This is an optimization exercise on Yosys and OpenROAD, whose aim is small area and a short achievable clock period, not a production implementation.
RTL that was checked went through simulation tests only; none was proved equivalent to the original.
For runs 1 and 4 to 6, only the layout was checked, not whether the RTL still works.
Power and IR drop assume default switching activity.

==> flow/design.v <==
package mc_pkg;
	parameter int DATA_W = 32;
	parameter int MAX_CS = 8;
	parameter logic [2:0] REG_SEL_VAL = 3'h3;
	parameter logic [4:0] REG_IDX_CSR = 5'd0;
	parameter logic [4:0] REG_IDX_MASK = 5'd2;
	parameter logic [4:0] REG_IDX_CS_BASE = 5'd4;
	parameter logic [2:0] MEM_TYPE_SDRAM = 3'h0;
	parameter logic [DATA_W-1:0] TMS_RESET = '1;
	parameter logic [10:0] MASK_RESET = 11'h7ff;
	typedef struct packed {
		logic cyc;
		logic stb;
		logic we;
		logic [31:0] addr;
		logic [DATA_W-1:0] data;
	} bus_req_t;
	typedef struct packed {
		logic [7:0] rsvd_hi;
		logic [7:0] sel_base;
		logic [6:0] rsvd_mid;
		logic wp;
		logic [3:0] rsvd_lo;
		logic [2:0] mem_type;
		logic en;
	} csc_t;
	typedef struct packed {
		logic [7:0] rfr_ps_val;
		logic [12:0] rsvd_hi;
		logic [2:0] ref_int;
		logic [4:0] rsvd_lo;
		logic fs;
		logic vpen;
		logic sts;
	} csr_t;
	typedef struct packed {
		logic we;
		logic [4:0] idx;
		logic [DATA_W-1:0] data;
	} reg_wr_t;
endpackage
`timescale 1ns/10ps
module mc_rf_top #(
	parameter int NUM_CS = 8
) (
	input  logic clk,
	input  logic rst,
	input  logic bus_cyc_i,
	input  logic bus_stb_i,
	input  logic bus_we_i,
	input  logic [31:0] bus_addr_i,
	input  logic [mc_pkg::DATA_W-1:0] bus_data_i,
	input  logic mc_sts_i,
	input  logic cs_le_i,
	input  logic init_ack_i,
	input  logic lmr_ack_i,
	output logic ack_o,
	output logic [mc_pkg::DATA_W-1:0] rd_data_o,
	output logic wp_err_o,
	output logic [mc_pkg::MAX_CS-1:0] cs_o,
	output logic [mc_pkg::DATA_W-1:0] csc_sel_o,
	output logic [mc_pkg::DATA_W-1:0] tms_sel_o,
	output logic [mc_pkg::MAX_CS-1:0] cs_need_rfr_o,
	output logic [2:0] ref_int_o,
	output logic [7:0] rfr_ps_val_o,
	output logic mc_vpen_o,
	output logic fs_o,
	output logic init_req_o,
	output logic lmr_req_o,
	output logic [mc_pkg::MAX_CS-1:0] spec_req_cs_o
);
	localparam int N = NUM_CS;
	localparam int W = mc_pkg::DATA_W;
	logic reg_sel;
	logic wr_we_q;
	logic [4:0] wr_idx_q;
	assign reg_sel = bus_cyc_i & bus_stb_i & (bus_addr_i[31:29] == mc_pkg::REG_SEL_VAL);
	always_ff @(posedge clk or posedge rst)
	begin
		if (rst)
		begin
			ack_o <= 1'b0;
			wr_we_q <= 1'b0;
		end
		else
		begin
			ack_o <= reg_sel & ~ack_o;
			wr_we_q <= reg_sel & bus_we_i & ~ack_o;
		end
	end
	always_ff @(posedge clk)
		wr_idx_q <= bus_addr_i[6:2];
	logic csr_we, mask_we;
	logic [N-1:0] csc_we, tms_we;
	assign csr_we = wr_we_q & (wr_idx_q == mc_pkg::REG_IDX_CSR);
	assign mask_we = wr_we_q & (wr_idx_q == mc_pkg::REG_IDX_MASK);
	for (genvar i = 0; i < N; i++)
	begin : g_we
		assign csc_we[i] = wr_we_q & (wr_idx_q == 5'(mc_pkg::REG_IDX_CS_BASE + 2 * i));
		assign tms_we[i] = wr_we_q & (wr_idx_q == 5'(mc_pkg::REG_IDX_CS_BASE + 2 * i + 1));
	end
	logic sts_q;
	logic [7:0] rfr_ps_val_q;
	logic [2:0] ref_int_q;
	logic fs_q, vpen_q;
	logic [10:0] mask_q;
	always_ff @(posedge clk or posedge rst)
	begin
		if (rst)
		begin
			sts_q <= 1'b0;
			rfr_ps_val_q <= '0;
			ref_int_q <= '0;
			fs_q <= 1'b0;
			vpen_q <= 1'b0;
			mask_q <= mc_pkg::MASK_RESET;
		end
		else
		begin
			sts_q <= mc_sts_i;
			if (csr_we)
			begin
				rfr_ps_val_q <= bus_data_i[31:24];
				ref_int_q <= bus_data_i[10:8];
				fs_q <= bus_data_i[2];
				vpen_q <= bus_data_i[1];
			end
			if (mask_we)
				mask_q <= bus_data_i[10:0];
		end
	end
	assign ref_int_o = ref_int_q;
	assign rfr_ps_val_o = rfr_ps_val_q;
	assign mc_vpen_o = vpen_q;
	assign fs_o = fs_q;
	logic [N-1:0][W-1:0] csc_q;
	logic [N-1:0][W-1:0] tms_q;
	logic [N-1:0] csc_v;
	logic [N-1:0] tms_v;
	always_ff @(posedge clk)
	begin
		for (int i = 0; i < N; i++)
		begin
			if (csc_we[i])
				csc_q[i] <= bus_data_i;
			if (tms_we[i])
				tms_q[i] <= bus_data_i;
		end
	end
	always_ff @(posedge clk or posedge rst)
	begin
		if (rst)
		begin
			csc_v <= '0;
			tms_v <= '0;
		end
		else
		begin
			csc_v <= csc_v | csc_we;
			tms_v <= tms_v | tms_we;
		end
	end
	logic [N-1:0] en;
	logic [N-1:0] need_rfr;
	logic [N-1:0] wp_bit;
	logic [N-1:0] match;
	for (genvar i = 0; i < N; i++)
	begin : g_slot
		assign en[i] = csc_v[i] & csc_q[i][0];
		assign wp_bit[i] = csc_q[i][8];
		assign match[i] = en[i] &
			(((csc_q[i][23:16] ^ bus_addr_i[28:21]) & mask_q[7:0]) == 8'h00);
	end
	logic [N-1:0] csc_sdram;
	for (genvar i = 0; i < N; i++)
	begin : g_need
		assign csc_sdram[i] = csc_we[i] & bus_data_i[0] &
			(bus_data_i[3:1] == mc_pkg::MEM_TYPE_SDRAM);
	end
	always_ff @(posedge clk or posedge rst)
	begin
		if (rst)
			need_rfr <= '0;
		else
			need_rfr <= (need_rfr & ~csc_we) | csc_sdram;
	end
	always_comb
	begin
		cs_need_rfr_o = '0;
		cs_need_rfr_o[N-1:0] = need_rfr;
	end
	logic [N-1:0] init_pending;
	logic [N-1:0] lmr_pending;
	logic [N-1:0] init_done;
	logic [N-1:0] lmr_done;
	always_ff @(posedge clk or posedge rst)
	begin
		if (rst)
		begin
			init_pending <= '0;
			lmr_pending <= '0;
		end
		else
		begin
			for (int i = 0; i < N; i++)
			begin
				if (init_done[i])
					init_pending[i] <= 1'b0;
				if (csc_sdram[i])
					init_pending[i] <= 1'b1;
				if (lmr_done[i])
					lmr_pending[i] <= 1'b0;
				if (tms_we[i] && need_rfr[i])
					lmr_pending[i] <= 1'b1;
			end
		end
	end
	logic load;
	logic [N-1:0] dom;
	logic [N-2:0] sel;
	logic any_lo;
	logic tms_fill;
	logic [W-1:0] csc_lo, tms_lo;
	logic [W-1:0] csc_d;
	logic [W-1:0] tms_d;
	assign load = cs_le_i & bus_cyc_i & bus_stb_i;
	logic [N-1:0][7:0] base;
	for (genvar i = 0; i < N; i++)
	begin : g_base
		assign base[i] = csc_q[i][23:16];
	end
	always_comb
	begin
		for (int j = 0; j < N; j++)
		begin
			dom[j] = 1'b0;
			for (int i = 0; i < j; i++)
				dom[j] = dom[j] | (en[i] & (((base[i] ^ base[j]) & mask_q[7:0]) == 8'h00));
		end
		for (int i = 0; i < N - 1; i++)
			sel[i] = match[i] & ~dom[i];
		any_lo = |match[N-2:0];
	end
	always_comb
	begin
		csc_lo = '0;
		tms_lo = '0;
		tms_fill = 1'b0;
		for (int i = 0; i < N - 1; i++)
		begin
			csc_lo = csc_lo | ({W{sel[i]}} & csc_q[i]);
			tms_lo = tms_lo | ({W{sel[i]}} & tms_q[i]);
			tms_fill = tms_fill | (sel[i] & ~tms_v[i]);
		end
		tms_lo = tms_lo | {W{tms_fill}};
		csc_d = any_lo ? csc_lo : (csc_q[N-1] & {W{csc_v[N-1]}});
		tms_d = any_lo ? tms_lo : (tms_q[N-1] | {W{~tms_v[N-1]}});
	end
	logic [W-1:0] tms_sel_n;
	assign tms_sel_o = ~tms_sel_n;
	always_ff @(posedge clk or posedge rst)
	begin
		if (rst)
		begin
			cs_o <= '0;
			wp_err_o <= 1'b0;
			csc_sel_o <= '0;
			tms_sel_n <= '0;
		end
		else if (load)
		begin
			cs_o <= '0;
			cs_o[N-1:0] <= match;
			wp_err_o <= |(match & wp_bit) & bus_we_i;
			csc_sel_o <= csc_d;
			tms_sel_n <= ~tms_d;
		end
		else if (!bus_cyc_i)
			wp_err_o <= 1'b0;
	end
	logic [W-1:0] rd_d;
	logic [4:0] rd_idx;
	logic rd_csr, rd_mask, rd_fill;
	logic [N-1:0] rd_csc, rd_tms;
	assign rd_idx = bus_addr_i[6:2];
	assign rd_csr = rd_idx == mc_pkg::REG_IDX_CSR;
	assign rd_mask = rd_idx == mc_pkg::REG_IDX_MASK;
	for (genvar i = 0; i < N; i++)
	begin : g_rd
		assign rd_csc[i] = rd_idx == 5'(mc_pkg::REG_IDX_CS_BASE + 2 * i);
		assign rd_tms[i] = rd_idx == 5'(mc_pkg::REG_IDX_CS_BASE + 2 * i + 1);
	end
	always_comb
	begin
		rd_d = ({W{rd_csr}} & {rfr_ps_val_q, 13'b0, ref_int_q, 5'b0, fs_q, vpen_q, mc_sts_i}) |
			({W{rd_mask}} & {{(W - 11){1'b0}}, mask_q});
		rd_fill = 1'b0;
		for (int i = 0; i < N; i++)
		begin
			rd_d = rd_d | ({W{rd_csc[i] & csc_v[i]}} & csc_q[i]) | ({W{rd_tms[i]}} & tms_q[i]);
			rd_fill = rd_fill | (rd_tms[i] & ~tms_v[i]);
		end
		rd_d = rd_d | {W{rd_fill}};
	end
	always_ff @(posedge clk)
		rd_data_o <= rd_d;
	logic init_ack_q, lmr_ack_q;
	logic init_done_q, lmr_done_q;
	logic [N-1:0] grant_q;
	logic [N-1:0] grant_last_q;
	logic [N-1:0] init_first, lmr_first;
	logic done_busy;
	assign init_first = init_pending & (~init_pending + 1'b1);
	assign lmr_first = lmr_pending & (~lmr_pending + 1'b1);
	assign done_busy = init_done_q | lmr_done_q;
	always_ff @(posedge clk or posedge rst)
	begin
		if (rst)
		begin
			grant_q <= '0;
			init_ack_q <= 1'b0;
			lmr_ack_q <= 1'b0;
			init_req_o <= 1'b0;
			lmr_req_o <= 1'b0;
			init_done_q <= 1'b0;
			lmr_done_q <= 1'b0;
		end
		else
		begin
			init_ack_q <= init_ack_i;
			lmr_ack_q <= lmr_ack_i;
			init_done_q <= 1'b0;
			lmr_done_q <= 1'b0;
			if (init_req_o)
			begin
				if (init_ack_q & ~init_ack_i)
				begin
					init_req_o <= 1'b0;
					init_done_q <= 1'b1;
					grant_q <= '0;
				end
			end
			else if (lmr_req_o)
			begin
				if (lmr_ack_q & ~lmr_ack_i)
				begin
					lmr_req_o <= 1'b0;
					lmr_done_q <= 1'b1;
					grant_q <= '0;
				end
			end
			else if (!done_busy && |init_pending)
			begin
				init_req_o <= 1'b1;
				grant_q <= init_first;
			end
			else if (!done_busy && |lmr_pending)
			begin
				lmr_req_o <= 1'b1;
				grant_q <= lmr_first;
			end
		end
	end
	always_ff @(posedge clk)
		grant_last_q <= grant_q;
	assign init_done = {N{init_done_q}} & grant_last_q;
	assign lmr_done = {N{lmr_done_q}} & grant_last_q;
	always_comb
	begin
		spec_req_cs_o = '0;
		spec_req_cs_o[N-1:0] = grant_q;
	end
endmodule
==> flow/flow/run.sh <==
#!/bin/bash
# Standard ORFS layout (standard synthesis script), with resizing free to
# change cell footprints, plain buffers on the ports, and the slow
# single-size a222oi cell kept out of mapping and resizing.
set -euo pipefail
DU="$(cat flow/dont_use.txt)"
bash standard.sh MATCH_CELL_FOOTPRINT=0 "BUFFER_PORTS_ARGS=-buffer_cell sky130_fd_sc_hd__buf_2" "DONT_USE_CELLS=$DU" finish > standard.log 2>&1
==> flow/flow/dont_use.txt <==
sky130_fd_sc_hd__probe_p_8 sky130_fd_sc_hd__probec_p_8 sky130_fd_sc_hd__lpflow_bleeder_1 sky130_fd_sc_hd__lpflow_clkbufkapwr_1 sky130_fd_sc_hd__lpflow_clkbufkapwr_16 sky130_fd_sc_hd__lpflow_clkbufkapwr_2 sky130_fd_sc_hd__lpflow_clkbufkapwr_4 sky130_fd_sc_hd__lpflow_clkbufkapwr_8 sky130_fd_sc_hd__lpflow_clkinvkapwr_1 sky130_fd_sc_hd__lpflow_clkinvkapwr_16 sky130_fd_sc_hd__lpflow_clkinvkapwr_2 sky130_fd_sc_hd__lpflow_clkinvkapwr_4 sky130_fd_sc_hd__lpflow_clkinvkapwr_8 sky130_fd_sc_hd__lpflow_decapkapwr_12 sky130_fd_sc_hd__lpflow_decapkapwr_3 sky130_fd_sc_hd__lpflow_decapkapwr_4 sky130_fd_sc_hd__lpflow_decapkapwr_6 sky130_fd_sc_hd__lpflow_decapkapwr_8 sky130_fd_sc_hd__lpflow_inputiso0n_1 sky130_fd_sc_hd__lpflow_inputiso0p_1 sky130_fd_sc_hd__lpflow_inputiso1n_1 sky130_fd_sc_hd__lpflow_inputiso1p_1 sky130_fd_sc_hd__lpflow_inputisolatch_1 sky130_fd_sc_hd__lpflow_isobufsrc_1 sky130_fd_sc_hd__lpflow_isobufsrc_16 sky130_fd_sc_hd__lpflow_isobufsrc_2 sky130_fd_sc_hd__lpflow_isobufsrc_4 sky130_fd_sc_hd__lpflow_isobufsrc_8 sky130_fd_sc_hd__lpflow_isobufsrckapwr_16 sky130_fd_sc_hd__lpflow_lsbuf_lh_hl_isowell_tap_1 sky130_fd_sc_hd__lpflow_lsbuf_lh_hl_isowell_tap_2 sky130_fd_sc_hd__lpflow_lsbuf_lh_hl_isowell_tap_4 sky130_fd_sc_hd__lpflow_lsbuf_lh_isowell_4 sky130_fd_sc_hd__lpflow_lsbuf_lh_isowell_tap_1 sky130_fd_sc_hd__lpflow_lsbuf_lh_isowell_tap_2 sky130_fd_sc_hd__lpflow_lsbuf_lh_isowell_tap_4 sky130_fd_sc_hd__a222oi_1
==> flow/standard.sh <==
#!/bin/bash
# synth_recipe.tcl (not shown) runs the flow's synth.tcl, then flattens the netlist and writes it again
# the make line also repeats each setting of config.mk as NAME=value (left out here)
make -C /OpenROAD-flow-scripts/flow DESIGN_CONFIG=/design/flow/config.mk WORK_HOME=/design/flow/orfs CLKGATE_MAP_FILE= SYNTH_SCRIPT=/design/flow/synth_recipe.tcl "${@:-finish}"
==> flow/config.mk <==
export PLATFORM = sky130hd
export DESIGN_NAME = mc_rf_top
export DESIGN_NICKNAME = mc_rf_top
export VERILOG_FILES = /design/flow/design.v
export SDC_FILE = /design/flow/constraint.sdc
export NUM_CORES = 4
export LEC_CHECK = 0
export CAP_MARGIN = 20
export CORE_MARGIN = 2
export CORE_UTILIZATION = 60
export CTS_BUF_LIST = sky130_fd_sc_hd__clkbuf_16
export CTS_CLUSTER_DIAMETER = 60
export CTS_CLUSTER_SIZE = 20
export SETUP_SLACK_MARGIN = 4.2
export SLEW_MARGIN = 20
==> flow/constraint.sdc <==
create_clock -name core_clock -period 7.0 [get_ports {clk}]
set_input_delay 1.4000 -clock core_clock [delete_from_list [all_inputs] [get_ports {clk}]]
set_output_delay 1.4000 -clock core_clock [all_outputs]
set_load 0.01 [all_outputs]
==> flow_metrics.tcl, run 1 <==
set metrics [dict create \
    drc 0 \
    initial_core_util 0.608 \
    yosys_register_bits 710 \
    die_ar_um2 55300 \
    synth_nets 2508 \
    num_rows 84 \
    yosysUniqueCellTypes 58 \
    sum_of_negative_setup_slack_ns 0 \
    worstPathRequired_ns 7.53 \
    hold_violations 0 \
    worst_hold_startpoint "grant_q[2]" \
    power.total_mw 8.22 \
    power.ir.vdd_worst_mv 0.269 \
    max_slew_margin 0.273 \
    yosys.area_share.adder 0 \
    initialDrtViolationCount 4415 \
    drt_pre_antenna_iters 8 \
    area.growth.synth_to_final_pct 16.9 \
    vias_per_cell 7.74 \
    layout_commonest_cell "edfxtp_1" \
    synthDominantAreaCellType "edfxtp_1" \
    edff_count_synth 512 \
    yosysWarnings 1 \
    timing.fmax_mhz 304 \
    cp-start-kind "input port" \
    power-per-cell-area_nw_per_um2 219 \
    syn_inst 2435 \
    clk_root_buffer_cell "clkbuf_16" \
    path_max_fanout 8 \
    max_cap_violations 0 \
    setup_slack_reg_to_reg_ns 3.72 \
    antenna_found_initial 4 \
    die_span_in_y_um 235 \
    crit_start "bus_addr_i[26]" \
    die_width_um 235 \
    final_cell_area_um2 37500 \
    drive_gt1_frac 0.253 \
    syn_area_um2 32100 \
    placed_area_um2 33600 \
    fp.coreArea_um2 52800 \
    rr_startpoint "csc_q[112]" \
    layout.cells.most_common_list "edfxtp_1 (512), a22oi_1 (243), xor2_1 (229), buf_2 (183), nand2_1 (153)" \
    track_usage 0.466 \
    first_global_vias 24900 \
    synth_simple_gate_area_share 0.0661 \
    timing.hold.worst_path_depth 0 \
    ys_async_rst_share 0.215 \
    worst-setup-path-type "input port to register" \
    r2r-end "tms_sel_n[11]" \
    timing.hold.worst_endpoint "grant_last_q[2]" \
    post-synth-top-area-fraction 0.479 \
    worst_pin_slew_ns 1.09 \
    routabilityCongestion 0.999 \
    minimum_clock_period_ns 3.29 \
    floorplan.io_pins 210 \
    drv_slew 0 \
    rsz0062_at_grt "yes" \
    synth_xor_xnor_area_share 0.0633 \
    worst-endpoint-arrival_ns 3.82 \
    portion_of_the_post_synthesis_area_used_by_sequential_elements 0.627 \
    route.vias.total 26200 \
    buffer_ports.inserted 193 \
    run_status "complete, no violations" \
    timing.final.crit_share 0.469 \
    synth_flop_cell "edfxtp_1" \
    grt_start_max_net_pins 154 \
    cts_buffers 46 \
    avgRoutedWirePerCell_um 39.2 \
    synth_mux_area_frac 0.0105 \
    grt_first_pass_wirelength_um 183000 \
    clock_sinks 710 \
    globalRouteOverflowTotal 0 \
    syn-mean-instance-area_um2 13.2 \
    synth_top_family_by_area "compound AO/OA/AOI/OAI gates" \
    cts-root-to-sink-buffers 3 \
    postRouteWirelength_um 133000 \
    clkTransAtPathRegs_ns 0.08 \
    postRouteAntennaNets 0 \
    synth_compound_area_frac 0.194 \
    synth_area_leaders "edfxtp_1 (48%), dfrtp_1 (11%), a22oi_1 (6.3%)" \
    setup.worst_path.end_class "register" \
    htree_levels 2 \
    clock-skew-final_ns 0.0331 \
    dp_hpwl_um 65800 \
    stdcell_count 3386 \
    final-setup-viol-count 0 \
    timing.reg2reg.worst_path_depth 11 \
    hold_path.class "register to register" \
    design.final.nets 2730 \
    placed_cells_incl_taps 3147 \
    tritoncts "done" \
    power.static_leakage_nw 13.6 \
    postCtsHoldBufs 0 \
    clock_latency_ns 0.65 \
]
worst max-delay path, stage by stage:
cell and delay, ns:
buf_6 0.14, xor2_2 0.15, a22oi_1 0.20, nand3_1 0.15
a211oi_4 0.39, nor4_4 0.12, nand2_2 0.14, nand3_4 0.10
a2111o_2 0.51, buf_12 0.17, buf_12 0.15, o221ai_2 0.17
cell usage after synthesis (all sizes together), types with 58 or more instances:
cell / number
a221oi: 139
nand4: 60
nand3: 58
xor2: 232
clkbuf: 116
a22o: 148
buf: 116
edfxtp: 512
nor2: 62
dfrtp: 142
nand2: 155
a22oi: 272
cell type report:
type | instances | area [µm²]
Timing Repair Buffer | 404 | 3410
Multi-Input combinational cell | 1448 | 11400
Sequential cell | 710 | 20100
Inverter | 47 | 180
Tap cell | 688 | 861
Antenna cell | 3 | 7.51
Clock inverter | 39 | 335
Clock buffer | 47 | 1180
Fill cell | 3558 | 15300
timing repair:
action	4_1_cts	5_1_grt
gates cloned	16	4
setup buffers	81	49
pin swaps	70	59
gates resized for setup	136	82
endpoints found under the setup margin	98	103
worst max path at each step:
stage                     to  cells after the start  slack (ns)
5_1_grt        tms_sel_n[15]                     12        3.65
3_3_place_gp   tms_sel_n[21]                     12        1.97
6_report       tms_sel_n[11]                     12        3.71
4_1_cts         tms_sel_n[2]                     13        3.76
3_5_place_dp   tms_sel_n[27]                     12        2.01
2_1_floorplan  tms_sel_n[19]                     11        3.57
power by group:
group          total, mW  internal [mW]  switching [mW]
sequential          4.71           4.61          0.0965
clock               2.90           1.40            1.50
combinational      0.616          0.227           0.388
metal layers:
metal | track usage | share of wire | wire length [µm] | vias up
li1 | - | - | - | 10100
met1 | 0.608 | 0.34 | 44900 | 12800
met2 | 0.680 | 0.42 | 56000 | 2645
met3 | 0.141 | 0.16 | 20800 | 696
met4 | 0.308 | 0.082 | 10900 | 6
met5 | 0 | 0.00029 | 38 | -
logic make-up after synthesis:
kind of cell           count (synthesis)
multiplexers                          30
buffers and inverters                279
AO/OA/AOI/OAI                        753
AND/OR/NAND/NOR                      431
XOR/XNOR                             232
flip-flops                           710
metrics by stage:
| step | hold slack (ns) | setup slack (ns) | util |
|---|---|---|---|
| floorplan | 0.428 | 3.57 | - |
| global placement | 0.374 | 1.97 | 0.636 |
| detailed placement | 0.382 | 2.01 | 0.636 |
| CTS | 0.394 | 3.76 | 0.695 |
| global route | 0.413 | 3.65 | 0.711 |
| finish | 0.385 | 3.71 | 0.711 |
sequential cells by signal, indices dropped and copies added, names as in the netlist, 11 cells and up:
| register | cells |
|---|---|
| rd_data_o | 32 |
| csc_sel_o | 32 |
| tms_sel_n | 32 |
| tms_q | 256 |
| csc_q | 256 |
| mask_q | 11 |
==> run 2, diff against run 1 <==
--- a/flow/design.v
+++ b/flow/design.v
@@ -216,44 +216,52 @@
 		end
 	end
+	localparam int G = N / 2;
 	logic load;
-	logic [N-1:0] dom;
-	logic [N-2:0] sel;
-	logic any_lo;
+	logic [G-1:0] any_g;
+	logic [G-1:0] gsel;
+	logic [G-1:0][W-1:0] csc_p, tms_p;
+	logic [G-1:0] tfill_p;
 	logic tms_fill;
-	logic [W-1:0] csc_lo, tms_lo;
 	logic [W-1:0] csc_d;
 	logic [W-1:0] tms_d;
 	assign load = cs_le_i & bus_cyc_i & bus_stb_i;
-	logic [N-1:0][7:0] base;
-	for (genvar i = 0; i < N; i++)
-	begin : g_base
-		assign base[i] = csc_q[i][23:16];
+	for (genvar g = 0; g < G; g++)
+	begin : g_pair
+		assign any_g[g] = match[2*g] | match[2*g+1];
+		if (g == G - 1)
+		begin : g_last
+			assign csc_p[g] = match[2*g] ? csc_q[2*g] : (csc_q[2*g+1] & {W{csc_v[2*g+1]}});
+		end
+		else
+		begin : g_mid
+			assign csc_p[g] = match[2*g] ? csc_q[2*g] : csc_q[2*g+1];
+		end
+		assign tms_p[g] = match[2*g] ? tms_q[2*g] : tms_q[2*g+1];
+		assign tfill_p[g] = match[2*g] ? ~tms_v[2*g] : ~tms_v[2*g+1];
 	end
 	always_comb
 	begin
-		for (int j = 0; j < N; j++)
+		for (int g = 0; g < G - 1; g++)
 		begin
-			dom[j] = 1'b0;
-			for (int i = 0; i < j; i++)
-				dom[j] = dom[j] | (en[i] & (((base[i] ^ base[j]) & mask_q[7:0]) == 8'h00));
+			gsel[g] = any_g[g];
+			for (int h = 0; h < g; h++)
+				gsel[g] = gsel[g] & ~any_g[h];
 		end
-		for (int i = 0; i < N - 1; i++)
-			sel[i] = match[i] & ~dom[i];
-		any_lo = |match[N-2:0];
+		gsel[G-1] = 1'b1;
+		for (int h = 0; h < G - 1; h++)
+			gsel[G-1] = gsel[G-1] & ~any_g[h];
 	end
 	always_comb
 	begin
-		csc_lo = '0;
-		tms_lo = '0;
+		csc_d = '0;
+		tms_d = '0;
 		tms_fill = 1'b0;
-		for (int i = 0; i < N - 1; i++)
+		for (int g = 0; g < G; g++)
 		begin
-			csc_lo = csc_lo | ({W{sel[i]}} & csc_q[i]);
-			tms_lo = tms_lo | ({W{sel[i]}} & tms_q[i]);
-			tms_fill = tms_fill | (sel[i] & ~tms_v[i]);
+			csc_d = csc_d | ({W{gsel[g]}} & csc_p[g]);
+			tms_d = tms_d | ({W{gsel[g]}} & tms_p[g]);
+			tms_fill = tms_fill | (gsel[g] & tfill_p[g]);
 		end
-		tms_lo = tms_lo | {W{tms_fill}};
-		csc_d = any_lo ? csc_lo : (csc_q[N-1] & {W{csc_v[N-1]}});
-		tms_d = any_lo ? tms_lo : (tms_q[N-1] | {W{~tms_v[N-1]}});
+		tms_d = tms_d | {W{tms_fill}};
 	end
 	logic [W-1:0] tms_sel_n;
--- a/flow/config.mk
+++ b/flow/config.mk
@@ -12,4 +12,4 @@
 export CTS_CLUSTER_DIAMETER = 60
 export CTS_CLUSTER_SIZE = 20
-export SETUP_SLACK_MARGIN = 4.2
+export SETUP_SLACK_MARGIN = 3.7
 export SLEW_MARGIN = 20
==> flow_metrics.tcl, run 2 <==
set metrics [dict create \
    fp.coreArea_um2 49900 \
    tritoncts "done" \
    syn-mean-instance-area_um2 13.5 \
    run_status "complete, no violations" \
    track_usage 0.430 \
    synthDominantAreaCellType "edfxtp_1" \
    postCtsHoldBufs 0 \
    synth_flop_cell "edfxtp_1" \
    die_ar_um2 52100 \
    sum_of_negative_setup_slack_ns 0 \
    path_max_fanout 20 \
    clkTransAtPathRegs_ns 0.09 \
    layout.cells.most_common_list "edfxtp_1 (512), nand2_1 (211), buf_2 (187), a22oi_1 (165), dfrtp_1 (142)" \
    worst_hold_startpoint "grant_q[1]" \
    final-setup-viol-count 0 \
    setup.worst_path.end_class "register" \
    minimum_clock_period_ns 3.33 \
    cts_buffers 49 \
    busiest_layer "met2" \
    whs_ns 0.396 \
    rsz0062_at_grt "yes" \
    postRouteWirelength_um 114000 \
    post-synth-top-area-fraction 0.510 \
    crit_start "bus_addr_i[26]" \
    portion_of_the_post_synthesis_area_used_by_sequential_elements 0.667 \
    first_global_vias 22800 \
    globalRouteOverflowTotal 0 \
    yosysWarnings 1 \
    postRouteAntennaNets 0 \
    initial_core_util 0.605 \
    antenna_found_initial 6 \
    vias_per_cell 7.47 \
    floorplan.io_pins 210 \
    timing.hold.worst_endpoint "grant_last_q[1]" \
    worst-setup-path-type "input port to register" \
    drive_gt1_frac 0.205 \
    edff_count_synth 512 \
    routabilityCongestion 0.916 \
    yosysUniqueCellTypes 57 \
    drt_pre_antenna_iters 6 \
    syn_inst 2240 \
    avgRoutedWirePerCell_um 36.5 \
    m1_gr_usage 0.582 \
    grt_start_max_net_pins 154 \
    power-per-cell-area_nw_per_um2 238 \
    drc 0 \
    power.static_leakage_nw 12.0 \
    hold_path.class "register to register" \
    initialDrtViolationCount 3911 \
    hold_violations 0 \
    die_width_um 228 \
    ys_async_rst_share 0.215 \
    htree_levels 2 \
    rr_startpoint "csc_v[7]" \
    area.growth.synth_to_final_pct 14.1 \
    design.final.nets 2483 \
    num_rows 82 \
    die_span_in_y_um 228 \
    buffer_ports.inserted 193 \
    grt_first_pass_wirelength_um 160000 \
    synthTopCellsByCount "edfxtp_1 (512), nand2_1 (215), a22oi_1 (169)" \
    utilization 0.690 \
    clock_sinks 710 \
    power.total_mw 8.18 \
    power.ir.vdd_worst_mv 0.248 \
    worst_pin_slew_ns 1.04 \
    clk_root_buffer_cell "clkbuf_16" \
    worstPathRequired_ns 7.51 \
    max_cap_violations 0 \
    dp_hpwl_um 59800 \
    dpl_worst_slack_ns 1.84 \
    clock_latency_ns 0.63 \
    globalRouteMet2Util 0.644 \
    synth_nets 2313 \
    synthMostInstantiatedCell "edfxtp_1" \
    setup_slack_reg_to_reg_ns 3.90 \
    drv_slew 0 \
    r2r-end "wp_err_o" \
    met3_resource_use_gr 0.112 \
    cp-start-kind "input port" \
    clock-skew-final_ns 0.0183 \
    syn_area_um2 30100 \
    route.vias.total 23300 \
    timing.final.crit_share 0.476 \
    fillCellCount 3621 \
    postLayoutSetupSlackWorst_ns 3.67 \
    synth_area_leaders "edfxtp_1 (51%), dfrtp_1 (12%), a22oi_1 (4.2%)" \
    max_slew_margin 0.305 \
    timing.reg2reg.worst_path_depth 9 \
    timing.hold.worst_path_depth 0 \
    cts-root-to-sink-buffers 3 \
    worst-endpoint-arrival_ns 3.84 \
    reg_top3 "csc_q (256), tms_q (256)" \
    timing.fmax_mhz 300 \
    layout_commonest_cell "edfxtp_1" \
    yosys_register_bits 710 \
]
[run 2: report_power, final]
| group | internal, mW | switching [mW] | total (mW) |
|---|---|---|---|
| Clock | 1.43 | 1.55 | 2.97 |
| Sequential | 4.61 | 0.0927 | 4.70 |
| Combinational | 0.175 | 0.336 | 0.511 |
| Total | 6.21 | 1.97 | 8.18 |
[run 2: metal layers]
layer,vias to the layer above,part of all wire
li1,9194,-
met5,-,0.00047
met4,8,0.064
met3,481,0.15
met1,11500,0.35
met2,2178,0.44
[run 2: repair_timing]
item | CTS | global route
resized for setup | 69 | 27
buffers inserted | 18 | 5
pin swaps | 15 | 14
setup endpoints to repair | 69 | 73
cloned | 10 | 3
[run 2: through the flow]
step / cells / cell area, µm²
detailed placement: 2994 / 32000
global route: 3121 / 34400
CTS: 3111 / 34200
global placement: 2994 / 32000
finish: 3122 / 34400
floorplan: 2240 / 30300
[run 2: worst max-delay path, stage by stage]
cell,delay (ns)
buf_6,0.12
xor2_1,0.16
a22oi_2,0.25
nand4_1,0.27
a211oi_4,0.30
buf_6,0.23
buf_4,0.18
clkbuf_16,0.28
mux2i_1,0.21
o21ai_1,0.09
o32a_1,0.32
[run 2: cells by family after synthesis]
group,Yosys count,synth area share
mux,127,0.0438
compound gates,654,0.167
flops,710,0.667
xor+xnor,64,0.0186
simple gates,474,0.0752
buf+inv,211,0.0279
[run 2: worst max path at each step]
stage,end,slack [ns],cells past startpoint
after floorplan,tms_sel_n[6],3.60,10
after global placement,csc_sel_o[19],1.90,9
after detailed placement,csc_sel_o[21],1.84,9
after CTS,tms_sel_n[28],3.69,10
after global routing,tms_sel_n[20],3.63,13
final,csc_sel_o[7],3.67,11
[run 2: layout make-up]
type                            instances  area (µm²)  share of cell area
Clock buffer                           49        1230              0.0356
Clock inverter                         40         342             0.00993
Tap cell                              672         841              0.0244
Multi-Input combinational cell       1321        9640               0.280
Inverter                               43         165             0.00480
Timing Repair Buffer                  285        2070              0.0601
Sequential cell                       710       20100               0.585
Antenna cell                            2        5.00            0.000145
==> run 3, diff against run 2 <==
--- a/flow/config.mk
+++ b/flow/config.mk
@@ -9,7 +9,7 @@
 export CORE_MARGIN = 2
 export CORE_UTILIZATION = 60
-export CTS_BUF_LIST = sky130_fd_sc_hd__clkbuf_16
+export CTS_BUF_LIST = sky130_fd_sc_hd__clkbuf_8
 export CTS_CLUSTER_DIAMETER = 60
-export CTS_CLUSTER_SIZE = 20
+export CTS_CLUSTER_SIZE = 14
 export SETUP_SLACK_MARGIN = 3.7
 export SLEW_MARGIN = 20
==> flow_metrics.tcl, run 3 <==
set metrics [dict create \
    worst-setup-path-type "input port to register" \
    power.static_leakage_nw 11.9 \
    worst-endpoint-arrival_ns 4.00 \
    antenna_found_initial 8 \
    setup.worst_path.end_class "register" \
    syn_inst 2240 \
    buffer_ports.inserted 193 \
    avgRoutedWirePerCell_um 36.0 \
    drt_pre_antenna_iters 6 \
    drv_slew 0 \
    vias_per_cell 7.42 \
    fillCellCount 3745 \
    timing.final.crit_share 0.478 \
    worstPathRequired_ns 7.65 \
    synth_flop_cell "edfxtp_1" \
    globalRouteOverflowTotal 0 \
    synth_area_leaders "edfxtp_1 (51%), dfrtp_1 (12%), a22oi_1 (4.2%)" \
    initial_core_util 0.605 \
    max_cap_violations 0 \
    yosysUniqueCellTypes 57 \
    grt_first_pass_wirelength_um 157000 \
    timing.fmax_mhz 299 \
    yosys_register_bits 710 \
    final-setup-viol-count 0 \
    placed_cells_incl_taps 2994 \
    edff_count_synth 512 \
    clkTransAtPathRegs_ns 0.09 \
    sequential_cell_area_um2 20100 \
    die_width_um 228 \
    dpl_worst_slack_ns 1.84 \
    clock_sinks 710 \
    hold_path.class "register to register" \
    multiInputGateArea_um2 9570 \
    clock-skew-final_ns 0.0429 \
    num_rows 82 \
    cp-start-kind "input port" \
    postCtsHoldBufs 0 \
    cts_buffers 58 \
    tritoncts "done" \
    reg_top3 "csc_q (256), tms_q (256)" \
    initialDrtViolationCount 3716 \
    clock_latency_ns 0.75 \
    die_ar_um2 52100 \
    drc 0 \
    dp_hpwl_um 59800 \
    cts-root-to-sink-buffers 3 \
    worst_pin_slew_ns 1.03 \
    fp.coreArea_um2 49900 \
    hold_violations 0 \
    utilization 0.677 \
    ys_async_rst_share 0.215 \
    power-per-cell-area_nw_per_um2 221 \
    rsz0062_at_grt "yes" \
    layout_commonest_cell "edfxtp_1" \
    power.ir.vdd_worst_mv 0.180 \
    synth_simple_gate_area_share 0.0752 \
    yosys.area_share.adder 0 \
    synth_top_family_by_area "compound AO/OA/AOI/OAI gates" \
    route.vias.total 23300 \
    synthTopCellsByCount "edfxtp_1 (512), nand2_1 (215), a22oi_1 (169)" \
    sum_of_negative_setup_slack_ns 0 \
    path_max_fanout 17 \
    syn_area_um2 30100 \
    synth_nets 2313 \
    clk_root_buffer_cell "clkbuf_8" \
    first_global_vias 22700 \
    synthMostInstantiatedCell "edfxtp_1" \
    track_usage 0.420 \
    die_span_in_y_um 228 \
    synth_xor_xnor_area_share 0.0186 \
    synth_mux_area_frac 0.0438 \
    area.growth.synth_to_final_pct 11.9 \
    floorplan.io_pins 210 \
    portion_of_the_post_synthesis_area_used_by_sequential_elements 0.667 \
    design.final.nets 2489 \
    minimum_clock_period_ns 3.34 \
    syn-mean-instance-area_um2 13.5 \
    postRouteWirelength_um 113000 \
    postRouteAntennaNets 0 \
    synth_compound_area_frac 0.167 \
    postLayoutSetupSlackWorst_ns 3.66 \
    drive_gt1_frac 0.197 \
    max_slew_margin 0.308 \
    run_status "complete, no violations" \
    post-synth-top-area-fraction 0.510 \
    grt_start_max_net_pins 154 \
    stdcell_count 3142 \
    routabilityCongestion 0.916 \
    synthDominantAreaCellType "edfxtp_1" \
    yosysWarnings 1 \
    htree_levels 2 \
    layout.cells.most_common_list "edfxtp_1 (512), nand2_1 (213), buf_2 (191), a22oi_1 (166), dfrtp_1 (142)" \
]
run 3: kinds of logic (layout without fill, tap and decap cells):
logic type / count (synthesis) / in the layout
flip-flops: 710 / 710
AO/OA/AOI/OAI: 654 / 654
buffers and inverters: 211 / 436
XOR/XNOR: 64 / 64
other: 0 / 4
AND/OR/NAND/NOR: 474 / 475
multiplexers: 127 / 127
run 3: through the flow:
| stage | area (µm²) | power (mW) | hold slack, ns |
|---|---|---|---|
| after CTS | 33400 | 7.43 | 0.402 |
| after global routing | 33700 | 7.66 | 0.416 |
| final | 33700 | 7.46 | 0.397 |
| after detailed placement | 32000 | 5.27 | 0.374 |
| after global placement | 32000 | 5.26 | 0.370 |
| after floorplan | 30300 | 5.02 | 0.428 |
run 3: final timing paths:
path                                 from               to  slack (ns)  cells past startpoint
min in group asynchronous             rst    tms_sel_n[17]        0.96                      3
setup reg to reg                 csc_v[7]         wp_err_o        3.84                      9
max in group asynchronous             rst  rfr_ps_val_q[4]        5.26                      3
hold / removal                 grant_q[1]  grant_last_q[1]        0.40                      0
hold reg to reg                grant_q[1]  grant_last_q[1]        0.40                      0
setup / recovery           bus_addr_i[27]    csc_sel_o[28]        3.66                     10
run 3: where the power goes:
group	switching (mW)	leakage (nW)	internal, mW
registers	0.0922	6.94	4.61
logic	0.332	4.23	0.171
clock network	1.43	0.693	0.835
total	1.85	11.9	5.61
run 3: routing by layer:
metal	vias up	routed length (µm)	part of all wire	GRT usage
met5	-	95	0.00084	0
met4	14	7120	0.063	0.213
met3	516	17200	0.15	0.111
met2	2185	49600	0.44	0.634
met1	11400	38900	0.34	0.569
li1	9195	-	-	-
run 3: what timing repair did:
action / in CTS / in global routing
gates resized for setup: 39 / 25
gates cloned: 3 / 8
setup buffers: 11 / 11
endpoints found under the setup margin: 66 / 63
pin swaps: 7 / 8
run 3: cell type report:
cell class	instances	share of cell area
diodes	4	0.000297
clock buffers	63	0.0257
clock inverters	47	0.00571
inverters	43	0.00489
multi-input cells	1320	0.284
flip-flops and latches	710	0.596
well taps	672	0.0249
repair buffers	283	0.0586
run 3: critical path: stages:
cell      delay (ns)
buf_2           0.18
xor2_1          0.19
a22oi_1         0.23
nand4_1         0.31
or2_2           0.44
nor2_4          0.15
buf_4           0.40
a22oi_1         0.12
a211oi_1        0.34
o32a_1          0.21
==> run 4, diff against run 3 <==
--- a/flow/design.v
+++ b/flow/design.v
@@ -216,39 +216,19 @@
 		end
 	end
-	localparam int G = N / 2;
 	logic load;
-	logic [G-1:0] any_g;
-	logic [G-1:0] gsel;
-	logic [G-1:0][W-1:0] csc_p, tms_p;
-	logic [G-1:0] tfill_p;
+	logic [N-1:0] sel;
+	logic [N-1:0] lower;
 	logic tms_fill;
 	logic [W-1:0] csc_d;
 	logic [W-1:0] tms_d;
 	assign load = cs_le_i & bus_cyc_i & bus_stb_i;
-	for (genvar g = 0; g < G; g++)
-	begin : g_pair
-		assign any_g[g] = match[2*g] | match[2*g+1];
-		if (g == G - 1)
-		begin : g_last
-			assign csc_p[g] = match[2*g] ? csc_q[2*g] : (csc_q[2*g+1] & {W{csc_v[2*g+1]}});
-		end
-		else
-		begin : g_mid
-			assign csc_p[g] = match[2*g] ? csc_q[2*g] : csc_q[2*g+1];
-		end
-		assign tms_p[g] = match[2*g] ? tms_q[2*g] : tms_q[2*g+1];
-		assign tfill_p[g] = match[2*g] ? ~tms_v[2*g] : ~tms_v[2*g+1];
-	end
 	always_comb
 	begin
-		for (int g = 0; g < G - 1; g++)
-		begin
-			gsel[g] = any_g[g];
-			for (int h = 0; h < g; h++)
-				gsel[g] = gsel[g] & ~any_g[h];
-		end
-		gsel[G-1] = 1'b1;
-		for (int h = 0; h < G - 1; h++)
-			gsel[G-1] = gsel[G-1] & ~any_g[h];
+		lower[0] = 1'b0;
+		for (int i = 1; i < N; i++)
+			lower[i] = lower[i-1] | match[i-1];
+		for (int i = 0; i < N - 1; i++)
+			sel[i] = match[i] & ~lower[i];
+		sel[N-1] = ~lower[N-1];
 	end
 	always_comb
@@ -257,14 +237,15 @@
 		tms_d = '0;
 		tms_fill = 1'b0;
-		for (int g = 0; g < G; g++)
+		for (int i = 0; i < N; i++)
 		begin
-			csc_d = csc_d | ({W{gsel[g]}} & csc_p[g]);
-			tms_d = tms_d | ({W{gsel[g]}} & tms_p[g]);
-			tms_fill = tms_fill | (gsel[g] & tfill_p[g]);
+			if (i == N - 1)
+				csc_d = csc_d | ({W{sel[i] & csc_v[i]}} & csc_q[i]);
+			else
+				csc_d = csc_d | ({W{sel[i]}} & csc_q[i]);
+			tms_d = tms_d | ({W{sel[i]}} & tms_q[i]);
+			tms_fill = tms_fill | (sel[i] & ~tms_v[i]);
 		end
 		tms_d = tms_d | {W{tms_fill}};
 	end
-	logic [W-1:0] tms_sel_n;
-	assign tms_sel_o = ~tms_sel_n;
 	always_ff @(posedge clk or posedge rst)
 	begin
@@ -274,5 +255,5 @@
 			wp_err_o <= 1'b0;
 			csc_sel_o <= '0;
-			tms_sel_n <= '0;
+			tms_sel_o <= mc_pkg::TMS_RESET;
 		end
 		else if (load)
@@ -282,5 +263,5 @@
 			wp_err_o <= |(match & wp_bit) & bus_we_i;
 			csc_sel_o <= csc_d;
-			tms_sel_n <= ~tms_d;
+			tms_sel_o <= tms_d;
 		end
 		else if (!bus_cyc_i)
@@ -316,5 +297,4 @@
 	logic init_done_q, lmr_done_q;
 	logic [N-1:0] grant_q;
-	logic [N-1:0] grant_last_q;
 	logic [N-1:0] init_first, lmr_first;
 	logic done_busy;
@@ -346,5 +326,4 @@
 					init_req_o <= 1'b0;
 					init_done_q <= 1'b1;
-					grant_q <= '0;
 				end
 			end
@@ -355,5 +334,4 @@
 					lmr_req_o <= 1'b0;
 					lmr_done_q <= 1'b1;
-					grant_q <= '0;
 				end
 			end
@@ -370,12 +348,10 @@
 		end
 	end
-	always_ff @(posedge clk)
-		grant_last_q <= grant_q;
-	assign init_done = {N{init_done_q}} & grant_last_q;
-	assign lmr_done = {N{lmr_done_q}} & grant_last_q;
+	assign init_done = {N{init_done_q}} & grant_q;
+	assign lmr_done = {N{lmr_done_q}} & grant_q;
 	always_comb
 	begin
 		spec_req_cs_o = '0;
-		spec_req_cs_o[N-1:0] = grant_q;
+		spec_req_cs_o[N-1:0] = grant_q & {N{init_req_o | lmr_req_o}};
 	end
 endmodule
--- a/flow/flow/run.sh
+++ b/flow/flow/run.sh
@@ -5,3 +5,3 @@
 set -euo pipefail
 DU="$(cat flow/dont_use.txt)"
-bash standard.sh MATCH_CELL_FOOTPRINT=0 "BUFFER_PORTS_ARGS=-buffer_cell sky130_fd_sc_hd__buf_2" "DONT_USE_CELLS=$DU" finish > standard.log 2>&1
+bash standard.sh MATCH_CELL_FOOTPRINT=0 "BUFFER_PORTS_ARGS=-buffer_cell sky130_fd_sc_hd__buf_1" "DONT_USE_CELLS=$DU" finish > standard.log 2>&1
==> flow_metrics.tcl, run 4 <==
set metrics [dict create \
    layout.cells.most_common_list "edfxtp_1 (512), buf_1 (185), nand2_1 (169), a22oi_1 (147), nor2_1 (146)" \
    num_rows 81 \
    reg_top3 "csc_q (256), tms_q (256)" \
    postRouteAntennaNets 0 \
    syn_area_um2 29600 \
    syn_inst 2214 \
    post-synth-top-area-fraction 0.519 \
    clock_latency_ns 0.72 \
    power.ir.vdd_worst_mv 0.189 \
    max_slew_margin 0.00467 \
    rsz0062_at_grt "yes" \
    so_faults "capacitance limit" \
    floorplan.io_pins 210 \
    track_usage 0.443 \
    first_global_vias 22500 \
    fp.coreArea_um2 48800 \
    clkTransAtPathRegs_ns 0.09 \
    worst-endpoint-arrival_ns 4.09 \
    grt_start_max_net_pins 154 \
    ys_async_rst_share 0.218 \
    die_span_in_y_um 226 \
    cp-start-kind "input port" \
    final_cell_area_um2 33200 \
    crit_chain "buf_1 > nor3b_2 > nor2b_2 > a22o_1 > a221oi_1 > nand4_1" \
    tritoncts "done" \
    route.vias.total 23400 \
    grt_first_pass_wirelength_um 158000 \
    synthTopCellsByCount "edfxtp_1 (512), nand2_1 (173), nor2_1 (161)" \
    drc 0 \
    globalRouteOverflowTotal 0 \
    critical_path.n_buffers_inverters 1 \
    area.growth.synth_to_final_pct 12.0 \
    design.final.nets 2478 \
    die_width_um 226 \
    postRouteWirelength_um 115000 \
    synth_flop_cell "edfxtp_1" \
    synth_nets 2287 \
    fillCellCount 3602 \
    power-per-cell-area_nw_per_um2 223 \
    sequential_cell_area_um2 20000 \
    cts_buffers 58 \
    cpPeakStageDelay_ns 1.27 \
    worst_pin_slew_ns 1.49 \
    buffer_ports.inserted 193 \
    initialDrtViolationCount 4456 \
    multiInputGateArea_um2 9420 \
    yosysWarnings 1 \
    final-setup-viol-count 0 \
    yosys_register_bits 702 \
    sum_of_negative_setup_slack_ns 0 \
    syn-mean-instance-area_um2 13.4 \
    stdcell_count 3122 \
    initial_core_util 0.607 \
    placed_area_um2 31200 \
    worstPathRequired_ns 7.63 \
    yosysUniqueCellTypes 63 \
    setup.worst_path.end_class "register" \
    clk_root_buffer_cell "clkbuf_8" \
    hold_violations 0 \
    power.static_leakage_nw 11.2 \
    htree_levels 2 \
    edff_count_synth 512 \
    dp_hpwl_um 60100 \
    timing.final.crit_share 0.495 \
    run_status "complete, but fails checks" \
    path_max_fanout 12 \
    critical-path-slowest-cell "nor2b_2" \
    postCtsHoldBufs 0 \
    minimum_clock_period_ns 3.46 \
    cts-root-to-sink-buffers 3 \
    layout_commonest_cell "edfxtp_1" \
    clock_sinks 702 \
    drive_gt1_frac 0.159 \
    antenna_found_initial 4 \
    synth_area_leaders "edfxtp_1 (52%), dfrtp_1 (9.3%), a221oi_1 (4.2%)" \
    path_delay_family "simple AND/OR/NAND/NOR gates" \
    clock-skew-final_ns 0.0236 \
    drv_slew 0 \
    max_cap_violations 1 \
    placed_cells_incl_taps 2955 \
    hold_path.class "register to register" \
    synthMostInstantiatedCell "edfxtp_1" \
    worst-setup-path-type "input port to register" \
    synthDominantAreaCellType "edfxtp_1" \
    vias_per_cell 7.51 \
    routabilityCongestion 0.938 \
    avgRoutedWirePerCell_um 36.8 \
    die_ar_um2 51200 \
    drt_pre_antenna_iters 7 \
    timing.fmax_mhz 289 \
    portion_of_the_post_synthesis_area_used_by_sequential_elements 0.675 \
]
==> run 4: changes by cell type after synthesis, sizes merged, moves of 28 or more <==
| cell | delta |
|---|---|
| nor2 | +85 |
| dfstp | +32 |
| mux2i | -87 |
| a22o | +31 |
| a21oi | +43 |
| o32ai | -32 |
| o21ai | -38 |
| nand3 | +31 |
| nand2 | -42 |
| inv | -28 |
| o221ai | -30 |
| a221oi | +57 |
| dfrtp | -32 |
==> run 4: kinds of logic (layout without fill, tap and decap cells) <==
group	count (synthesis)	in the layout	share of synthesized area
multiplexers	30	30	0.0114
XOR/XNOR	64	64	0.0192
AND/OR/NAND/NOR	541	546	0.0861
buffers and inverters	191	426	0.0271
other	0	4	0
AO/OA/AOI/OAI	686	686	0.182
flip-flops	702	702	0.675
==> run 4: metal layers <==
layer  routed length, µm  vias up  track usage
li1                    -     9169            -
met1               38200    11200        0.577
met2               48500     2409        0.654
met3               18300      635        0.125
met4                9740        0        0.288
met5                   0        -     0.000978
==> run 4: area by class of cell <==
type	instances	area share
clock buffer	60	0.0249
antenna	4	0.000301
inverter	15	0.00181
tap	664	0.0250
multi-input combinational	1326	0.284
sequential	702	0.602
clock inverter	49	0.00637
timing repair buffer	302	0.0557
==> run 4: power by group <==
| group | switching [mW] | total, mW | internal (mW) |
|---|---|---|---|
| registers | 0.0896 | 4.65 | 4.56 |
| logic | 0.375 | 0.548 | 0.174 |
| clock network | 1.38 | 2.19 | 0.805 |
| total | 1.85 | 7.39 | 5.54 |
==> run 4: timing repair <==
item | CTS | global route
resized for setup | 55 | 61
setup buffers | 23 | 18
pin swaps | 10 | 29
gates cloned | 8 | 5
setup endpoints to repair | 97 | 81
==> run 4: stage by stage <==
step	worst slack, ns	power, mW	hold slack (ns)	utilization
floorplan	3.57	5.02	0.439	-
global placement	1.86	5.24	0.422	0.638
detailed placement	1.84	5.25	0.433	0.639
CTS	3.70	7.37	0.442	0.670
global route	3.59	7.59	0.454	0.680
finish	3.54	7.39	0.445	0.680
==> run 4: path summary, 6_finish.rpt <==
check / start / to / slack [ns] / depth (start not counted)
min reg2reg: ack_o / ack_o / 0.45 / 1
min: ack_o / ack_o / 0.45 / 1
max reg2reg: mask_q[4] / tms_sel_o[21] / 3.88 / 12
min in group asynchronous: rst / csc_sel_o[6] / 0.92 / 3
max in group asynchronous: rst / csc_sel_o[31] / 5.27 / 3
max: bus_addr_i[6] / rd_data_o[15] / 3.54 / 6
==> run 5, diff against run 4 <==
--- a/flow/flow/run.sh
+++ b/flow/flow/run.sh
@@ -5,3 +5,3 @@
 set -euo pipefail
 DU="$(cat flow/dont_use.txt)"
-bash standard.sh MATCH_CELL_FOOTPRINT=0 "BUFFER_PORTS_ARGS=-buffer_cell sky130_fd_sc_hd__buf_1" "DONT_USE_CELLS=$DU" finish > standard.log 2>&1
+bash standard.sh MATCH_CELL_FOOTPRINT=0 "BUFFER_PORTS_ARGS=-buffer_cell sky130_fd_sc_hd__buf_2" "DONT_USE_CELLS=$DU" finish > standard.log 2>&1
==> flow_metrics.tcl, run 5 <==
set metrics [dict create \
    max_slew_margin 0.197 \
    yosys_register_bits 702 \
    clk_root_buffer_cell "clkbuf_8" \
    final-setup-viol-count 0 \
    num_rows 81 \
    buffer_ports.inserted 193 \
    post-synth-top-area-fraction 0.519 \
    minimum_clock_period_ns 3.36 \
    run_status "complete, no violations" \
    syn-mean-instance-area_um2 13.4 \
    cts_buffers 57 \
    avgRoutedWirePerCell_um 37.4 \
    drv_slew 0 \
    die_ar_um2 51200 \
    layout.cells.most_common_list "edfxtp_1 (512), buf_2 (189), nand2_1 (171), a22oi_1 (151), nor2_1 (146)" \
    setup.worst_path.end_class "register" \
    sw_share 0.246 \
    synthDominantAreaCellType "edfxtp_1" \
    clock_latency_ns 0.74 \
    clock-skew-final_ns 0.0345 \
    cp-start-kind "input port" \
    power-per-cell-area_nw_per_um2 226 \
    dpl_worst_slack_ns 1.77 \
    path_max_fanout 21 \
    die_span_in_y_um 226 \
    multiInputGateArea_um2 9260 \
    synthTopCellsByCount "edfxtp_1 (512), nand2_1 (173), nor2_1 (161)" \
    sequential_cell_area_um2 20000 \
    sequentialPowerShare 0.621 \
    placed_cells_incl_taps 2953 \
    globalRouteOverflowTotal 0 \
    stdcell_count 3107 \
    routabilityCongestion 0.956 \
    postRouteAntennaNets 0 \
    drt_pre_antenna_iters 7 \
    cts-root-to-sink-buffers 3 \
    yosysWarnings 1 \
    synth_flop_cell "edfxtp_1" \
    clkTransAtPathRegs_ns 0.09 \
    vias_per_cell 7.56 \
    die_width_um 226 \
    postLayoutSetupSlackWorst_ns 3.64 \
    dp_hpwl_um 60600 \
    power.ir.vdd_worst_mv 0.233 \
    reg_top3 "csc_q (256), tms_q (256)" \
    drc 0 \
    p_int_mw 5.65 \
    route.vias.total 23500 \
    power.static_leakage_nw 11.6 \
    syn_inst 2214 \
    clock_sinks 702 \
    htree_levels 2 \
    final_cell_area_um2 33200 \
    edff_count_synth 512 \
    hold_violations 0 \
    floorplan.io_pins 210 \
    portion_of_the_post_synthesis_area_used_by_sequential_elements 0.675 \
    postRouteWirelength_um 116000 \
    sum_of_negative_setup_slack_ns 0 \
    netSwitchingPower_mw 1.84 \
    timing.fmax_mhz 298 \
    max_cap_violations 0 \
    drive_gt1_frac 0.224 \
    area.growth.synth_to_final_pct 11.9 \
    power.share.clock 0.303 \
    cpPeakStageDelay_ns 0.37 \
    synth_area_leaders "edfxtp_1 (52%), dfrtp_1 (9.3%), a221oi_1 (4.2%)" \
    worst_pin_slew_ns 1.20 \
    grt_first_pass_wirelength_um 159000 \
    yosysUniqueCellTypes 63 \
    ys_async_rst_share 0.218 \
    design.final.nets 2465 \
    hold_path.class "register to register" \
    synth_nets 2287 \
    tritoncts "done" \
    rsz0062_at_grt "yes" \
    worst-setup-path-type "input port to register" \
    placed_area_um2 31400 \
    timing.final.crit_share 0.480 \
    synthMostInstantiatedCell "edfxtp_1" \
    power.total_mw 7.49 \
    track_usage 0.447 \
    fillCellCount 3601 \
    initialDrtViolationCount 4312 \
    layout_commonest_cell "edfxtp_1" \
    grt_start_max_net_pins 154 \
    worst-endpoint-arrival_ns 3.89 \
    antenna_found_initial 7 \
    combinationalPowerShare 0.076 \
    fp.coreArea_um2 48800 \
    critical-path-slowest-cell "clkbuf_8" \
    initial_core_util 0.607 \
    crit_chain "buf_2 > nor3b_2 > and3_4 > buf_4 > a22o_1 > a221o_1 > nor3_2 > clkbuf_8 > nand4_1" \
    syn_area_um2 29600 \
    worstPathRequired_ns 7.53 \
    first_global_vias 22400 \
]
==> run 5: metal layers <==
| layer | GRT usage | part of all wire |
|---|---|---|
| met1 | 0.594 | 0.34 |
| met5 | 0 | 0.00040 |
| met4 | 0.251 | 0.072 |
| met2 | 0.653 | 0.42 |
| met3 | 0.143 | 0.17 |
==> run 5: power groups by stage <==
stage,registers (mW),clock network [mW],logic (mW)
floorplan,4.74,0,0.279
global placement,4.73,0,0.533
detailed placement,4.74,0,0.543
CTS,4.65,2.27,0.554
global route,4.66,2.43,0.610
finish,4.65,2.27,0.571
==> run 5: critical path, delay by kind of cell <==
kind / cells / cell delay (ns)
AOI/OAI and AO/OA: 2 / 0.50
buffers and inverters: 3 / 0.87
and+or+nand+nor: 4 / 1.09
==> run 5: cell families (layout without fill, tap and decap cells) <==
logic type                Yosys count  count (layout)  synth area share
AOI/OAI and AO/OA                 686             686             0.182
DFF                               702             702             0.675
muxes                              30              30            0.0114
buffers and inverters             191             410            0.0271
xor gates and xnor gates           64              64            0.0192
and+or+nand+nor                   541             548            0.0861
other                               0               3                 0
==> run 5: final timing paths <==
kind / start / to / slack, ns / cells after the start
max: bus_addr_i[5] / rd_data_o[10] / 3.64 / 9
min: ack_o / ack_o / 0.44 / 1
max reg2reg: mask_q[4] / tms_sel_o[19] / 3.92 / 11
min reg2reg: ack_o / ack_o / 0.44 / 1
max in group asynchronous: rst / csc_sel_o[17] / 5.33 / 3
min in group asynchronous: rst / csc_sel_o[4] / 0.96 / 3
==> run 5: layout make-up <==
type,count,share of cell area
diodes,3,0.000226
multi-input cells,1328,0.279
inverters,15,0.00181
repair buffers,288,0.0583
flip-flops and latches,702,0.603
well taps,664,0.0250
clock inverters,45,0.00690
clock buffers,62,0.0257
==> run 5: metrics by stage <==
stage               utilization  hold slack [ns]
finish                    0.679            0.442
global route              0.679            0.477
CTS                       0.675            0.446
detailed placement        0.643            0.434
global placement          0.643            0.425
floorplan                     -            0.439
==> run 5: repair_timing <==
action / 4_1_cts / 5_1_grt
endpoints found under the setup margin: 91 / 75
cloned: 8 / 6
hold buffers: 0 / 0
pin swaps: 11 / 4
setup buffers: 29 / 1
gates resized for setup: 45 / 27
==> run 6, diff against run 5 <==
--- a/flow/design.v
+++ b/flow/design.v
@@ -175,14 +175,8 @@
 	for (genvar i = 0; i < N; i++)
 	begin : g_need
+		assign need_rfr[i] = en[i] & (csc_q[i][3:1] == mc_pkg::MEM_TYPE_SDRAM);
 		assign csc_sdram[i] = csc_we[i] & bus_data_i[0] &
 			(bus_data_i[3:1] == mc_pkg::MEM_TYPE_SDRAM);
 	end
-	always_ff @(posedge clk or posedge rst)
-	begin
-		if (rst)
-			need_rfr <= '0;
-		else
-			need_rfr <= (need_rfr & ~csc_we) | csc_sdram;
-	end
 	always_comb
 	begin
@@ -246,14 +240,27 @@
 			tms_fill = tms_fill | (sel[i] & ~tms_v[i]);
 		end
-		tms_d = tms_d | {W{tms_fill}};
+	end
+	logic [W-1:0] tms_sel_q;
+	logic tms_sel_fill;
+	always_ff @(posedge clk)
+	begin
+		if (load)
+			tms_sel_q <= tms_d;
 	end
 	always_ff @(posedge clk or posedge rst)
 	begin
 		if (rst)
+			tms_sel_fill <= 1'b1;
+		else if (load)
+			tms_sel_fill <= tms_fill;
+	end
+	assign tms_sel_o = tms_sel_q | {W{tms_sel_fill}};
+	always_ff @(posedge clk or posedge rst)
+	begin
+		if (rst)
 		begin
 			cs_o <= '0;
 			wp_err_o <= 1'b0;
 			csc_sel_o <= '0;
-			tms_sel_o <= mc_pkg::TMS_RESET;
 		end
 		else if (load)
@@ -263,5 +270,4 @@
 			wp_err_o <= |(match & wp_bit) & bus_we_i;
 			csc_sel_o <= csc_d;
-			tms_sel_o <= tms_d;
 		end
 		else if (!bus_cyc_i)
@@ -290,8 +296,13 @@
 			rd_fill = rd_fill | (rd_tms[i] & ~tms_v[i]);
 		end
-		rd_d = rd_d | {W{rd_fill}};
 	end
+	logic [W-1:0] rd_q;
+	logic rd_fill_q;
 	always_ff @(posedge clk)
-		rd_data_o <= rd_d;
+	begin
+		rd_q <= rd_d;
+		rd_fill_q <= rd_fill;
+	end
+	assign rd_data_o = rd_q | {W{rd_fill_q}};
 	logic init_ack_q, lmr_ack_q;
 	logic init_done_q, lmr_done_q;
==> flow_metrics.tcl, run 6 <==
set metrics [dict create \
    run_status "complete, no violations" \
    synthTopCellsByCount "edfxtp_1 (544), a22oi_1 (134), clkbuf_1 (133)" \
    path_max_fanout 2 \
    route.vias.total 25000 \
    layout.cells.most_common_list "edfxtp_1 (544), buf_2 (193), a22oi_1 (125), dfrtp_1 (102), nor2_1 (95)" \
    setup.worst_path.end_class "output port" \
    postCtsHoldBufs 0 \
    timing.fmax_mhz 299 \
    globalRouteOverflowTotal 0 \
    portion_of_the_post_synthesis_area_used_by_sequential_elements 0.652 \
    timing.final.crit_share 0.478 \
    syn_inst 2239 \
    dp_hpwl_um 65800 \
    clk_root_buffer_cell "clkbuf_8" \
    hold_violations 0 \
    crit_start "csc_q[128]" \
    tritoncts "done" \
    hold_path.class "register to register" \
    layout_commonest_cell "edfxtp_1" \
    num_rows 82 \
    yosysWarnings 1 \
    synth_area_leaders "edfxtp_1 (53%), dfrtp_1 (8.3%), a22oi_1 (3.3%)" \
    power.ir.vdd_worst_mv 0.181 \
    max_slew_margin 0.160 \
    synth_flop_cell "edfxtp_1" \
    worst_pin_slew_ns 1.26 \
    power.static_leakage_nw 12.2 \
    drc 0 \
    yosysUniqueCellTypes 75 \
    postRouteWirelength_um 125000 \
    clock_latency_ns 0.74 \
    r2r-end "tms_sel_q[4]" \
    drv_slew 0 \
    post-synth-top-area-fraction 0.533 \
    timing.reg2reg.worst_path_depth 9 \
    synth_nets 2312 \
    reg_top3 "csc_q (256), tms_q (256)" \
    synthDominantAreaCellType "edfxtp_1" \
    avgRoutedWirePerCell_um 39.8 \
    clkTransAtPathRegs_ns 0.10 \
    drt_pre_antenna_iters 6 \
    drive_gt1_frac 0.272 \
    whs_ns 0.454 \
    htree_levels 2 \
    edff_count_synth 544 \
    worstPathRequired_ns 5.60 \
    minimum_clock_period_ns 3.34 \
    cts-root-to-sink-buffers 3 \
    antenna_found_initial 8 \
    fillCellCount 3576 \
    power-per-cell-area_nw_per_um2 217 \
    die_width_um 230 \
    grt_first_pass_wirelength_um 171000 \
    initial_core_util 0.609 \
    sum_of_negative_setup_slack_ns 0 \
    cts_buffers 58 \
    worst_setup_path_endpoint "cs_need_rfr_o[4]" \
    die_ar_um2 52900 \
    clock_sinks 696 \
    design.final.nets 2492 \
    area.growth.synth_to_final_pct 13.9 \
    rr_startpoint "mask_q[0]" \
    track_usage 0.461 \
    syn-mean-instance-area_um2 13.7 \
    worst-endpoint-arrival_ns 1.94 \
    worst-setup-path-type "register to output port" \
    clock-skew-final_ns 0.0337 \
    synthMostInstantiatedCell "edfxtp_1" \
    setup_slack_reg_to_reg_ns 3.87 \
    postRouteAntennaNets 0 \
    syn_area_um2 30600 \
    ys_async_rst_share 0.164 \
    fp.coreArea_um2 50300 \
    initialDrtViolationCount 4837 \
    yosys_register_bits 696 \
    max_cap_violations 0 \
    first_global_vias 23900 \
    cp-start-kind "register" \
    buffer_ports.inserted 193 \
    rsz0062_at_grt "yes" \
    die_span_in_y_um 230 \
    grt_start_max_net_pins 55 \
    floorplan.io_pins 210 \
    final-setup-viol-count 0 \
    routabilityCongestion 0.981 \
    utilization 0.694 \
    vias_per_cell 7.96 \
]
## run 6: changes by cell type in the layout (fill, tap and decap cells not counted), sizes merged, moves of 28 or more
cell | previous run | this run
o2111ai | 1 | 29
or2 | 11 | 81
a21oi | 99 | 11
nor2 | 161 | 124
a2111oi | 1 | 66
nand3 | 45 | 85
a41oi | 29 | 1
edfxtp | 512 | 544
a22o | 134 | 90
a221oi | 141 | 109
nand2 | 173 | 86
o2bb2ai | 0 | 31
dfstp | 43 | 12
## run 6: report_power, final
part           switching [mW]  leakage [nW]  internal (mW)
clock                    1.41         0.713          0.926
combinational           0.391          4.78          0.212
sequential             0.0987          6.68           4.53
## run 6: worst min-delay path by stage
stage,startpoint,endpoint,cells after the start
after floorplan,tms_q[228],rd_q[4],2
after global placement,ack_o,ack_o,1
after detailed placement,ack_o,ack_o,1
after CTS,ack_o,ack_o,1
after global routing,ack_o,ack_o,1
final,ack_o,ack_o,1
## run 6: layout make-up
class	count	area (µm²)	share of cell area
clock buffers	61	840	0.0241
well taps	672	841	0.0241
diodes	3	7.51	0.000215
inverters	16	66.3	0.00190
repair buffers	301	2010	0.0576
multi-input cells	1346	10900	0.311
flip-flops and latches	696	20000	0.573
clock inverters	48	280	0.00804
## run 6: metal layers
layer / global-route usage / vias to the layer above / routed length (µm)
li1: - / 9494 / -
met1: 0.607 / 12100 / 42200
met2: 0.657 / 2680 / 52100
met3: 0.153 / 686 / 20900
met4: 0.299 / 10 / 9780
met5: 0.00551 / - / 74
## run 6: timing repair
action / in CTS / in global routing
pin swaps: 8 / 7
cloned: 7 / 4
buffers inserted: 23 / 13
resized for setup: 52 / 37
endpoints found under the setup margin: 137 / 85
## run 6: cells by family after synthesis
logic type	synth area share
AOI/OAI and AO/OA	0.180
xor gates and xnor gates	0.0185
buffers and inverters	0.0299
DFF	0.652
muxes	0.0206
and+or+nand+nor	0.0991
## run 6: stage by stage
stage          power, mW  instances  setup slack (ns)  cell area [µm²]
3_5_place_dp        5.28       2984              2.16            32900
5_1_grt             7.74       3143              3.69            34900
3_3_place_gp        5.26       2984              2.12            32900
2_1_floorplan       5.00       2239              3.59            31300
6_report            7.57       3143              3.66            34900
4_1_cts             7.51       3123              3.68            34600
## run 6: critical path, stage by stage, from the launching register on
cell      delay (ns)
edfxtp_1        0.36
nand2_1         0.33
nor4_4          0.33
buf_2           0.19

## separate check: timing with driven ports
The flow's constraints put no driver on any port. The routed layouts listed below were extracted and timed again, unchanged, in two steps. Step 1, drivers: a clkbuf_16 drives clk and a buf_2 each remaining input, both assumed. Step 2 also shifts input and output timing later by t, the mid clock arrival at the registers, as if the neighbouring blocks saw the same clock. Slacks: no drivers / after step 1 / after step 2; pairs: no drivers / after step 1.
run | shift t [ns] | setup WS [ns] | worst data-port slew with drivers (ns) | cell pins on the clock port's net
run 1 | 0.698 | 3.715 / 3.721 / 3.040 | 0.13 | 1
run 2 | 0.677 | 3.671 / 3.677 / 3.000 | 0.10 | 1
run 3 | 0.790 | 3.656 / 3.676 / 2.886 | 0.10 | 1
run 4 | 0.772 | 3.538 / 3.579 / 2.807 | 0.10 | 1
run 5 | 0.776 | 3.642 / 3.681 / 2.904 | 0.10 | 1
run 6 | 0.784 | 3.657 / 3.595 / 2.882 | 0.10 | 1
For run 6, which loses most, drivers alone change the setup slack by -0.062 ns; drivers and shift together by -0.775 ns.
